From an optimization exercise on the open Yosys and OpenROAD flow, aimed at small area, a short achievable clock period and few clock cycles per item; shortcuts taken in it are not production practice.
Only simulation tests tie the RTL to the original design; equivalence was not proved.
Power figures rest on the tool's default switching activity, not on a simulated workload.

$ cat design/flow/config.mk
export PLATFORM = sky130hd
export DESIGN_NAME = key_occurrence_counter_top
export DESIGN_NICKNAME = key_occurrence_counter_top
export VERILOG_FILES = /design/flow/design.v
export SDC_FILE = /design/flow/constraint.sdc
export NUM_CORES = 4
export LEC_CHECK = 0
export CAP_MARGIN = 20
export CORE_MARGIN = 2
export CORE_UTILIZATION = 40
export SETUP_SLACK_MARGIN = 5
export SLEW_MARGIN = 20
$ cat design/flow/constraint.sdc
create_clock -name core_clock -period 10.0 [get_ports {clock}]
set_input_delay 2.0000 -clock core_clock [delete_from_list [all_inputs] [get_ports {clock}]]
set_output_delay 2.0000 -clock core_clock [all_outputs]
set_load 0.01 [all_outputs]
$ cat design/flow/design.v
package koc_pkg;
   localparam int KEY_W               = 20;
   localparam int CODE_W              = 30;
   localparam int COUNT_W             = 16;
   localparam int TABLE_DEPTH_DEFAULT = 64;
   localparam int ITEM_W              = 1 + KEY_W + KEY_W;
   localparam logic [COUNT_W-1:0] COUNT_MAX = '1;
endpackage
module koc_queue (
   input  logic                        clock,
   input  logic                        reset,
   input  logic                        req_valid,
   output logic                        req_stall,
   input  logic [koc_pkg::ITEM_W-1:0]  req_item,
   input  logic                        pop,
   output logic                        head_load,
   output logic [koc_pkg::ITEM_W-1:0]  load_item,
   output logic                        head_valid,
   output logic [koc_pkg::ITEM_W-1:0]  head_item
);
   logic                       head_v_ff, skid_v_ff;
   logic [koc_pkg::ITEM_W-1:0] head_ff, skid_ff;
   logic                       accept;
   assign accept     = req_valid && !skid_v_ff;
   assign head_load  = !head_v_ff || pop;
   assign load_item  = skid_v_ff ? skid_ff : req_item;
   assign req_stall  = skid_v_ff;
   assign head_valid = head_v_ff;
   assign head_item  = head_ff;
   always_ff @(posedge clock) begin
      if (reset) begin
         head_v_ff <= 1'b0;
         skid_v_ff <= 1'b0;
      end else if (head_load) begin
         head_v_ff <= skid_v_ff || accept;
         skid_v_ff <= 1'b0;
      end else begin
         skid_v_ff <= skid_v_ff || accept;
      end
   end
   always_ff @(posedge clock) begin
      if (head_load) begin
         head_ff <= load_item;
      end
      if (!skid_v_ff) begin
         skid_ff <= req_item;
      end
   end
endmodule
module koc_front (
   input  logic [koc_pkg::KEY_W-1:0]  key,
   input  logic [koc_pkg::KEY_W-1:0]  group_code,
   output logic [koc_pkg::CODE_W-1:0] code
);
   logic [koc_pkg::CODE_W-1:0] g;
   assign g    = koc_pkg::CODE_W'(group_code);
   assign code = (g << 10) - (g << 4) - (g << 3) + koc_pkg::CODE_W'(key);
endmodule
module koc_back #(
   parameter int TABLE_DEPTH = koc_pkg::TABLE_DEPTH_DEFAULT
) (
   input  logic                        clock,
   input  logic                        reset,
   input  logic                        head_load,
   input  logic                        load_mode,
   input  logic [koc_pkg::KEY_W-1:0]   load_key,
   input  logic                        head_valid,
   input  logic                        head_mode,
   input  logic [koc_pkg::KEY_W-1:0]   head_key,
   input  logic [koc_pkg::CODE_W-1:0]  head_code,
   output logic                        pop,
   output logic                        rsp_valid,
   input  logic                        rsp_stall,
   output logic [koc_pkg::COUNT_W-1:0] rsp_occurrence,
   output logic                        rsp_first_seen,
   output logic                        rsp_overflow,
   output logic [koc_pkg::CODE_W-1:0]  rsp_combined_code,
   output logic [koc_pkg::KEY_W-1:0]   rsp_entry_key,
   output logic                        rsp_entry_valid,
   output logic                        rsp_last
);
   localparam int IDX_W = (TABLE_DEPTH > 1) ? $clog2(TABLE_DEPTH) : 1;
   localparam int CNT_W = $clog2(TABLE_DEPTH + 1);
   logic [koc_pkg::KEY_W-1:0]   key_ff   [TABLE_DEPTH];
   logic [koc_pkg::COUNT_W-1:0] count_ff [TABLE_DEPTH];
   logic [CNT_W-1:0]            used_ff;
   logic [IDX_W-1:0]            idx_ff, idx_in;
   logic                        hit_ff, hit_in;
   logic                        out_free;
   logic                        go_count;
   logic                        go_dump;
   logic                        is_count;
   logic                        is_dump;
   logic                        fwd;
   logic [TABLE_DEPTH-1:0]      match_in;
   logic [IDX_W-1:0]            wr_idx;
   logic                        wr_en;
   logic                        append;
   logic                        room;
   logic                        empty;
   logic                        dump_last;
   logic [koc_pkg::COUNT_W-1:0] count_rd;
   logic [koc_pkg::KEY_W-1:0]   key_rd;
   logic [koc_pkg::COUNT_W-1:0] count_inc;
   logic [koc_pkg::COUNT_W-1:0] count_wr;
   assign out_free  = !rsp_valid || !rsp_stall;
   assign is_count  = head_valid && !head_mode;
   assign is_dump   = head_valid && head_mode;
   assign go_count  = is_count && out_free;
   assign go_dump   = is_dump && out_free;
   assign room      = !used_ff[CNT_W-1];
   assign empty     = (used_ff == '0);
   assign dump_last = empty || ((CNT_W'(idx_ff) + 1'b1) == used_ff);
   assign pop       = go_count || (go_dump && dump_last);
   assign append    = go_count && !hit_ff && room;
   assign fwd = is_count && !hit_ff && room && (load_key == head_key);
   always_comb begin
      for (int i = 0; i < TABLE_DEPTH; i++) begin
         match_in[i] = (CNT_W'(i) < used_ff) && (key_ff[i] == load_key);
      end
   end
   always_comb begin
      idx_in = '0;
      for (int i = 0; i < TABLE_DEPTH; i++) begin
         idx_in = idx_in | ({IDX_W{match_in[i]}} & IDX_W'(i));
      end
      hit_in = |match_in;
      if (fwd) begin
         idx_in = used_ff[IDX_W-1:0];
         hit_in = 1'b1;
      end
      if (load_mode) begin
         idx_in = '0;
         hit_in = 1'b0;
      end
   end
   always_ff @(posedge clock) begin
      if (head_load) begin
         idx_ff <= idx_in;
         hit_ff <= hit_in;
      end else if (go_dump) begin
         idx_ff <= idx_ff + 1'b1;
      end
   end
   assign count_rd  = count_ff[idx_ff];
   assign key_rd    = key_ff[idx_ff];
   assign count_inc = (count_rd == koc_pkg::COUNT_MAX) ? count_rd : count_rd + 1'b1;
   assign count_wr  = hit_ff ? count_inc : koc_pkg::COUNT_W'(1);
   assign wr_idx    = hit_ff ? idx_ff : used_ff[IDX_W-1:0];
   assign wr_en     = go_count && (hit_ff || room);
   always_ff @(posedge clock) begin
      if (wr_en) begin
         count_ff[wr_idx] <= count_wr;
      end
      if (append) begin
         key_ff[used_ff[IDX_W-1:0]] <= head_key;
      end
   end
   always_ff @(posedge clock) begin
      if (reset) begin
         used_ff   <= '0;
         rsp_valid <= 1'b0;
      end else begin
         if (append) begin
            used_ff <= used_ff + 1'b1;
         end
         rsp_valid <= go_count || go_dump || (rsp_valid && rsp_stall);
      end
   end
   always_ff @(posedge clock) begin
      if (go_count) begin
         rsp_occurrence    <= hit_ff ? count_inc : koc_pkg::COUNT_W'(room);
         rsp_first_seen    <= !hit_ff && room;
         rsp_overflow      <= !hit_ff && !room;
         rsp_combined_code <= head_code;
         rsp_entry_key     <= head_key;
         rsp_entry_valid   <= 1'b1;
         rsp_last          <= 1'b1;
      end else if (go_dump) begin
         rsp_occurrence    <= empty ? '0 : count_rd;
         rsp_first_seen    <= 1'b0;
         rsp_overflow      <= 1'b0;
         rsp_combined_code <= '0;
         rsp_entry_key     <= empty ? '0 : key_rd;
         rsp_entry_valid   <= !empty;
         rsp_last          <= dump_last;
      end
   end
endmodule
module key_occurrence_counter_top #(
   parameter int TABLE_DEPTH = koc_pkg::TABLE_DEPTH_DEFAULT
) (
   input  logic                          clock,
   input  logic                          reset,
   input  logic                          req_valid,
   output logic                          req_stall,
   input  logic                          req_mode,
   input  logic [koc_pkg::KEY_W-1:0]     req_key,
   input  logic [koc_pkg::KEY_W-1:0]     req_group_code,
   output logic                          rsp_valid,
   input  logic                          rsp_stall,
   output logic [koc_pkg::COUNT_W-1:0]   rsp_occurrence,
   output logic                          rsp_first_seen,
   output logic                          rsp_overflow,
   output logic [koc_pkg::CODE_W-1:0]    rsp_combined_code,
   output logic [koc_pkg::KEY_W-1:0]     rsp_entry_key,
   output logic                          rsp_entry_valid,
   output logic                          rsp_last
);
   logic                        pop;
   logic                        head_load;
   logic [koc_pkg::ITEM_W-1:0]  load_item;
   logic                        load_mode;
   logic [koc_pkg::KEY_W-1:0]   load_key;
   logic [koc_pkg::KEY_W-1:0]   load_group;
   logic                        head_valid;
   logic [koc_pkg::ITEM_W-1:0]  head_item;
   logic                        head_mode;
   logic [koc_pkg::KEY_W-1:0]   head_key;
   logic [koc_pkg::KEY_W-1:0]   head_group;
   logic [koc_pkg::CODE_W-1:0]  head_code;
   koc_queue u_queue (
      .clock      (clock),
      .reset      (reset),
      .req_valid  (req_valid),
      .req_stall  (req_stall),
      .req_item   ({req_mode, req_key, req_group_code}),
      .pop        (pop),
      .head_load  (head_load),
      .load_item  (load_item),
      .head_valid (head_valid),
      .head_item  (head_item)
   );
   assign {load_mode, load_key, load_group} = load_item;
   assign {head_mode, head_key, head_group} = head_item;
   koc_front u_front (
      .key        (head_key),
      .group_code (head_group),
      .code       (head_code)
   );
   koc_back #(
      .TABLE_DEPTH (TABLE_DEPTH)
   ) u_back (
      .clock             (clock),
      .reset             (reset),
      .head_load         (head_load),
      .load_mode         (load_mode),
      .load_key          (load_key),
      .head_valid        (head_valid),
      .head_mode         (head_mode),
      .head_key          (head_key),
      .head_code         (head_code),
      .pop               (pop),
      .rsp_valid         (rsp_valid),
      .rsp_stall         (rsp_stall),
      .rsp_occurrence    (rsp_occurrence),
      .rsp_first_seen    (rsp_first_seen),
      .rsp_overflow      (rsp_overflow),
      .rsp_combined_code (rsp_combined_code),
      .rsp_entry_key     (rsp_entry_key),
      .rsp_entry_valid   (rsp_entry_valid),
      .rsp_last          (rsp_last)
   );
endmodule
$ cat design/flow/run.sh
#!/bin/bash
# synth_recipe.tcl (not shown) runs the flow's synth.tcl, then flattens the netlist and writes it again
# the make line also repeats each setting of config.mk as NAME=value (left out here)
make -C /OpenROAD-flow-scripts/flow DESIGN_CONFIG=/design/flow/config.mk WORK_HOME=/design/flow/orfs CLKGATE_MAP_FILE= SYNTH_SCRIPT=/design/flow/synth_recipe.tcl finish
==> metrics.yaml, run 1 <==
finish:
  drive_above_1_share: 0.221
  nets: 7242
  final_util: 0.460
  fillers: 24500
  layout_common_cells: "2,420 x edfxtp_1, 1,069 x xnor2_1, 653 x mux4_2"
  syn_to_final_growth_pct: 14.7
  final_common_cell: "edfxtp_1"
power_and_ir_drop:
  leakage_nw: 40.1
  sequentialPowerShare: 0.465
  p_comb_frac: 0.139
  power.switching_mw: 6.55
  intPower_mw: 18.6
  ir_drop_mv: 0.175
  powerDensity_mw_per_mm2: 190
  pwr-share-clk: 0.396
  power.share.switching: 0.260
floorplan:
  fp-row-count: 197
  start_util: 0.401
  core_mm2: 0.287
  io_pins: 117
  die_h_um: 541
  dieArea_mm2: 0.292
  die_w_um: 541
critical_path:
  cp.required_ns: 10.82
  path_class: "in -> reg"
  path_cells: "clkdlybuf4s50_1 -> mux2i_4 -> buf_12 -> xnor2_1 -> nor4_1 -> nand4_1 -> nor4_1 -> nor4_1 -> o2111ai_2 -> o311ai_0 -> o21ai_0 -> mux2_2"
  cpMostUsedCell: "nor4_1"
  end_kind: "flop"
  startpoint_type: "primary input"
  worst_path_max_delay_cell: "nor4_1"
  critPathArrivalTime_ns: 5.83
  crit_fanout: 69
  slowest_delay_ns: 0.86
sta:
  fmax_mhz: 200
  setup_viol: 0
  tightest_slew_ns: 1.26
  rsz0062_at_grt: "yes"
  hold_viol: 0
  slew_headroom: 0.161
  setup_tns_ns: 0
  drv_slew: 0
  finalCriticalPeriod_ns: 5.01
  fin_crit_sh: 0.501
  clock_skew_ns: 0.0513
synth:
  synth-xor-area-share: 0.102
  synth.area.mux_share: 0.147
  synth_warnings: 2
  yosys.area_share.adder: 0.0102
  ys_seq_area_frac: 0.641
  synth_area_mm2: 0.115
  syn_avg_cell_area_um2: 17.0
  synth_top_flop_cell: "edfxtp_1"
  synthArstFlopShare: 0
  synth_seq_cells: 2479
  synth.distinct_cells: 83
  synthSimpleGateAreaFrac: 0.0595
  synth_compound_area_frac: 0.0186
  synth.net_count: 6909
  synth_top_family_by_area: "multiplexers"
  synth_edf_count: 2420
  syn_inst: 6787
grt:
  grtUsageTotal: 0.283
  grt_pass1_vias: 68300
  grt_pass1_wl_um: 575000
  antenna_found_initial: 35
  overflow: 0
  grt_max_degree: 114
route:
  final_antenna_net_count: 0
  via_count: 70200
  wl_um: 426000
  drc: 0
  drt_iter0_drc: 10400
  routed_via_density: 6.32
  drt_first_pass_iters: 6
  wire_per_inst_um: 38.3
cts:
  clock_sinks: 2479
  htreeDepth: 5
  cts.path.max_buffers: 4
  cts_hold_buf: 0
  cts_tree: "yes"
  clock_latency_ns: 0.89
  cts.root.buffer_cell: "clkbuf_16"
  cts_made_buffers: 280
  clk_pin_slew_worst_paths_ns: 0.06
placement:
  gp_congestion: 0.980
  hpwl_um: 279000
  port_buffers: 116
flow_run:
  drv_cap: 0
outcome:
  outcome: "complete, no violations"
worst_hold_path:
  hp-class: "reg -> reg"
==> repair_timing <==
item,CTS,global route
pin swaps,9,3
setup endpoints to repair,1847,1174
cloned,9,9
resized for setup,92,49
setup buffers,16,21
==> layer usage <==
| layer | routed length, um | global-route usage | vias to the layer above |
|---|---|---|---|
| met5 | 157 | 0 | - |
| met4 | 26900 | 0.153 | 24 |
| met3 | 41700 | 0.0608 | 943 |
| met2 | 195000 | 0.439 | 4411 |
| met1 | 162000 | 0.373 | 37200 |
| li1 | - | - | 27700 |
==> sequential cells by signal, indices dropped and copies added, names as in the netlist, 6 cells and up, named ones only <==
register	flops
u_queue.skid_ff	41
u_back.idx_ff	6
u_back.rsp_combined_code	30
u_back.key_ff	1280
u_back.rsp_entry_key	20
u_back.used_ff	7
u_back.rsp_occurrence	16
u_back.count_ff	1024
u_queue.head_ff	41
==> cell usage after synthesis, drive strengths merged (9+ instances only) <==
| master | count | area, um2 |
|---|---|---|
| edfxtp | 2420 | 72700 |
| xnor2 | 1071 | 9380 |
| mux4 | 682 | 15500 |
| nor4 | 381 | 2380 |
| buf | 290 | 1860 |
| nor2 | 286 | 1070 |
| xor2 | 271 | 2370 |
| nand2 | 158 | 593 |
| nand4 | 145 | 907 |
| nor3 | 115 | 586 |
| mux2i | 108 | 1100 |
| clkbuf | 87 | 327 |
| a21oi | 85 | 425 |
| inv | 73 | 274 |
| nand3 | 71 | 370 |
| dfxtp | 59 | 1180 |
| o21ai | 51 | 255 |
| ha | 48 | 601 |
| or4 | 39 | 293 |
| mux2 | 38 | 428 |
| fa | 29 | 581 |
| o22ai | 25 | 156 |
| a21o | 23 | 173 |
| a31oi | 19 | 125 |
| nand2b | 15 | 93.8 |
| a22o | 14 | 123 |
| and2 | 13 | 81.3 |
| and3 | 11 | 68.8 |
| o221ai | 11 | 96.3 |
| or3 | 10 | 62.6 |
| a211oi | 9 | 67.6 |
| o31ai | 9 | 67.6 |
==> area by class of cell <==
cell class              instances  area, um2  area share
clock inverters               136       1180     0.00893
well taps                    3781       4730      0.0358
inverters                      74        320     0.00242
clock buffers                 351       7430      0.0562
flip-flops and latches       2479      73900       0.559
repair buffers                420       4340      0.0328
multi-input cells            3865      40300       0.305
diodes                         10       25.0    0.000189
==> path summary, 6_finish.rpt <==
kind              slack (ns)  cells past startpoint                               end                   startpoint
setup reg to reg        5.03                     13  u_back.count_ff[61][3]$_DFFE_PP_                         flop
hold reg to reg         0.47                      1       u_queue.skid_ff[16]$_DFF_P_  u_queue.skid_ff[16]$_DFF_P_
hold / removal          0.47                      1       u_queue.skid_ff[16]$_DFF_P_  u_queue.skid_ff[16]$_DFF_P_
setup / recovery        4.99                     12                              flop                   req_key[6]
==> critical path: cells and delay by family <==
kind / cells / cell delay (ns)
AOI/OAI and AO/OA: 3 / 0.58
xor gates and xnor gates: 1 / 0.31
buffers and inverters: 2 / 0.94
and+or+nand+nor: 4 / 1.55
muxes: 2 / 0.36
==> power groups by stage <==
| stage | registers [mW] | clock network, mW | logic (mW) |
|---|---|---|---|
| 6_report | 11.7 | 9.96 | 3.50 |
| 5_1_grt | 11.7 | 10.5 | 3.62 |
| 4_1_cts | 11.7 | 10.1 | 3.38 |
| 3_5_place_dp | 11.9 | 0 | 3.29 |
| 3_3_place_gp | 11.9 | 0 | 3.28 |
| 2_1_floorplan | 12.0 | 0 | 1.98 |
==> per-stage QoR <==
step	worst slack, ns	power [mW]	cells	instance area, um2	hold slack (ns)
floorplan	4.85	13.9	6787	116000	0.446
global placement	2.54	15.2	10600	122000	0.456
detailed placement	3.09	15.2	10600	122000	0.458
CTS	4.82	25.2	11100	132000	0.471
global route	4.91	25.8	11100	132000	0.490
finish	4.99	25.2	11100	132000	0.473
==> kinds of logic after synthesis <==
group	count (synthesis)
xor gates and xnor gates	1343
muxes	828
DFF	2479
and+or+nand+nor	1288
buffers and inverters	451
AOI/OAI and AO/OA	321
adders and majority gates	77
Testbench counts, summed over its fixed seeds: cycles 11,034, items 8,000.
==> inputs of run 2 (changes only) <==
--- a/design/flow/config.mk
+++ b/design/flow/config.mk
@@ -10,3 +10,2 @@
 export CORE_UTILIZATION = 40
-export SETUP_SLACK_MARGIN = 5
 export SLEW_MARGIN = 20
==> metrics.yaml, run 2 <==
power_and_ir_drop:
  p_comb_frac: 0.134  # -0.005
  intPower_mw: 18.6  # -0.26%
  pwr-share-clk: 0.398  # +0.002
  power_mw: 25.0  # -0.52%
  leakage_nw: 39.5  # -1.5%
  powerDensity_mw_per_mm2: 191  # +0.52%
  power.share.switching: 0.258  # -0.00195
  sequentialPowerShare: 0.468  # +0.003
  power.switching_mw: 6.47  # -1.3%
  ir_drop_mv: 0.157  # -9.9%
cts:
  cts_made_buffers: 278  # -0.71%
  postCtsResizedCells: 0  # -100%
  clock_latency_ns: 0.88  # about the same
  clk_pin_slew_worst_paths_ns: 0.06  # about the same
  cts.path.max_buffers: 4  # unchanged
  cts_setup_buffers: 0  # -16
  cts_hold_buf: 0  # unchanged
  cts.root.buffer_cell: "clkbuf_16"
  clock_sinks: 2479  # unchanged
  htreeDepth: 5  # unchanged
  cts_tree: "yes"
route:
  via_count: 70000  # -0.30%
  dr.max_layer_used: "met5"
  final_antenna_net_count: 0  # unchanged
  drc: 0  # unchanged
  drt_iter0_drc: 10300  # -0.40%
  wire_per_inst_um: 37.4  # -2.4%
  wl_met2_um: 186000  # -4.3%
  m1WireLength_um: 159000  # -2.2%
  routed_via_density: 6.33  # +0.22%
  drt_first_pass_iters: 6  # unchanged
  wl_um: 413000  # -2.9%
  dr_wl_met3_um: 42200  # +1.1%
floorplan:
  start_util: 0.401  # unchanged
  fp-row-count: 197  # unchanged
  die_h_um: 541  # unchanged
  die_w_um: 541  # unchanged
  io_pins: 117  # unchanged
  dieArea_mm2: 0.292  # unchanged
  core_mm2: 0.287  # unchanged
critical_path:
  cp.required_ns: 10.71  # -0.11 ns
  startpoint_type: "primary input"
  critPathArrivalTime_ns: 7.64  # +1.81 ns
  path_class: "in -> reg"
  end_kind: "flop"
  crit_fanout: 24  # -65%
synth:
  synth_seq_cells: 2479  # unchanged
  synth.most_common_cell: "edfxtp_1"
  synth_top_area_share: 0.630  # unchanged
  synth_top_flop_cell: "edfxtp_1"
  synth_edf_count: 2420  # unchanged
  ys_seq_area_frac: 0.641  # unchanged
  synthArstFlopShare: 0  # unchanged
  synth_warnings: 2  # unchanged
  synth.distinct_cells: 83  # unchanged
  synth.net_count: 6909  # unchanged
  synth_top_area_cell: "edfxtp_1"
  yosys-top-cells-count: "2,420 x edfxtp_1, 1,071 x xnor2_1, 653 x mux4_2"
  syn_inst: 6787  # unchanged
  yosys-top-cells-area: "edfxtp_1 63%, mux4_2 13%, xnor2_1 8.1%"
  syn_avg_cell_area_um2: 17.0  # unchanged
  synth_area_mm2: 0.115  # unchanged
sta:
  fmax_mhz: 144  # -28%
  clock_skew_ns: 0.0581  # +0.00674 ns
  hold_slack_ns: 0.470  # -0.00247 ns
  fin_crit_sh: 0.693  # +0.192
  finalCriticalPeriod_ns: 6.93  # +1.92 ns
  timing.final.ws_setup_ns: 3.07  # -1.92 ns
  hold_viol: 0  # unchanged
  rsz0062_at_grt: "no"
  slew_headroom: 0.118  # -0.0431
  setup_tns_ns: 0  # unchanged
  drv_slew: 0  # unchanged
  tightest_slew_ns: 1.31  # +0.0526 ns
  setup_viol: 0  # unchanged
placement:
  place_inst: 10600  # -0.066%
  port_buffers: 116  # unchanged
  placed_cell_area_mm2: 0.122  # about the same
  hpwl_um: 274000  # -2.0%
  place_ws_ns: 2.73  # -0.353 ns
  gp_congestion: 1.01  # +2.6%
worst_hold_path:
  hp-class: "reg -> reg"
finish:
  drive_above_1_share: 0.211  # -0.0100
  nets: 7177  # -0.90%
  syn_to_final_growth_pct: 13.5
  regArea_mm2: 0.0739  # about the same
  final_cell_area_mm2: 0.131  # -1.0%
  multi_input_area_mm2: 0.0399  # -1.1%
  fin_cells: 11100  # -0.51%
  largest_reg_flops: 1280  # unchanged
  layout_common_cells: "2,420 x edfxtp_1, 1,071 x xnor2_1, 653 x mux4_2"
  final_common_cell: "edfxtp_1"
  fillers: 24700  # +0.52%
  final_util: 0.455  # -0.00478
grt:
  grt_pass1_vias: 68100  # -0.35%
  grt_max_degree: 117  # +2.6%
  grt_pass1_wl_um: 566000  # -1.7%
  grtUsageTotal: 0.278  # -0.00541
  overflow: 0  # unchanged
  antenna_found_initial: 38  # +8.6%
flow_run:
  drv_cap: 0  # unchanged
outcome:
  outcome: "complete, no violations"
run 2: layer usage:
| layer | vias to the layer above | global-route usage |
|---|---|---|
| li1 | 27500 | - |
| met1 | 36900 | 0.372 |
| met2 | 4636 | 0.422 |
| met3 | 940 | 0.0599 |
| met4 | 26 | 0.150 |
| met5 | - | 0 |
run 2: worst max-delay path, cell delays in order:
cell and delay, ns:
clkdlybuf4s50_1 0.46, mux2i_4 0.86, buf_4 0.63, xnor2_1 0.19, nor4_1 0.08, nand4_1 0.16, nor4_1 0.12, nor4_1 0.85
nand3_1 0.51, nor4_1 1.21, o21ai_1 0.15, mux2_2 0.31
run 2: cell type report:
class | instances | area share
Antenna cell | 18 | 0.000344
Clock buffer | 347 | 0.0571
Clock inverter | 138 | 0.00902
Inverter | 74 | 0.00220
Multi-Input combinational cell | 3857 | 0.305
Sequential cell | 2479 | 0.564
Tap cell | 3781 | 0.0362
Timing Repair Buffer | 365 | 0.0258
run 2: logic make-up (layout without fill, tap and decap cells):
group                      Yosys count  after routing  share of synthesized area
DFF                               2479           2479                      0.641
xor gates and xnor gates          1343           1343                      0.102
and+or+nand+nor                   1288           1288                     0.0595
muxes                              828            828                      0.147
buffers and inverters              451            924                     0.0214
AOI/OAI and AO/OA                  321            321                     0.0186
adders and majority gates           77             77                     0.0102
other                                0             18                          0
run 2: worst paths after layout:
| path | from | end | slack [ns] | cells after the start |
|---|---|---|---|---|
| setup / recovery | req_key[7] | flop | 3.07 | 12 |
| hold / removal | u_queue.skid_ff[19]$_DFF_P_ | u_queue.skid_ff[19]$_DFF_P_ | 0.47 | 1 |
| setup reg to reg | u_queue.skid_v_ff$_SDFF_PP0_ | flop | 3.14 | 12 |
| hold reg to reg | u_queue.skid_ff[19]$_DFF_P_ | u_queue.skid_ff[19]$_DFF_P_ | 0.47 | 1 |
run 2: power groups by stage:
| stage | Sequential, mW | Combinational [mW] | Clock (mW) |
|---|---|---|---|
| 2_1_floorplan | 12.0 | 1.97 | 0 |
| 3_3_place_gp | 11.9 | 3.26 | 0 |
| 3_5_place_dp | 11.9 | 3.28 | 0 |
| 4_1_cts | 11.7 | 3.30 | 10.1 |
| 5_1_grt | 11.7 | 3.48 | 10.5 |
| 6_report | 11.7 | 3.34 | 9.97 |

port drivers added, routing unchanged:
No port has a modelled driver above. Below, the same layouts with a new extraction and two added sets of constraints.
Step 1 sets driving cells, clkbuf_16 on the clock port and buf_2 on the other inputs (assumed; they add their load-dependent delay and slew).
Step 2 adds t to the input delays and takes it off the output delays; t is the mean of the earliest and latest rising clock arrival at the registers after step 1. Input paths then give back, and output paths get back, about the clock's delay inside the block.
Three values: no drivers, after step 1, after step 2; two values: the first two.
run	t (ns)	setup slack, ns	slew at the worst register clock pin (ns)	worst data-port slew with drivers (ns)	cell pins on the clock port's net
run 1	0.971	4.990 / 5.035 / 4.099	0.07 / 0.07	0.09	1
run 2	0.956	3.073 / 3.144 / 2.198	0.07 / 0.07	0.07	1
After both steps every run listed still meets setup and hold. For run 1, which loses most, drivers alone change the setup slack by +0.045 ns; drivers and shift together by -0.891 ns.
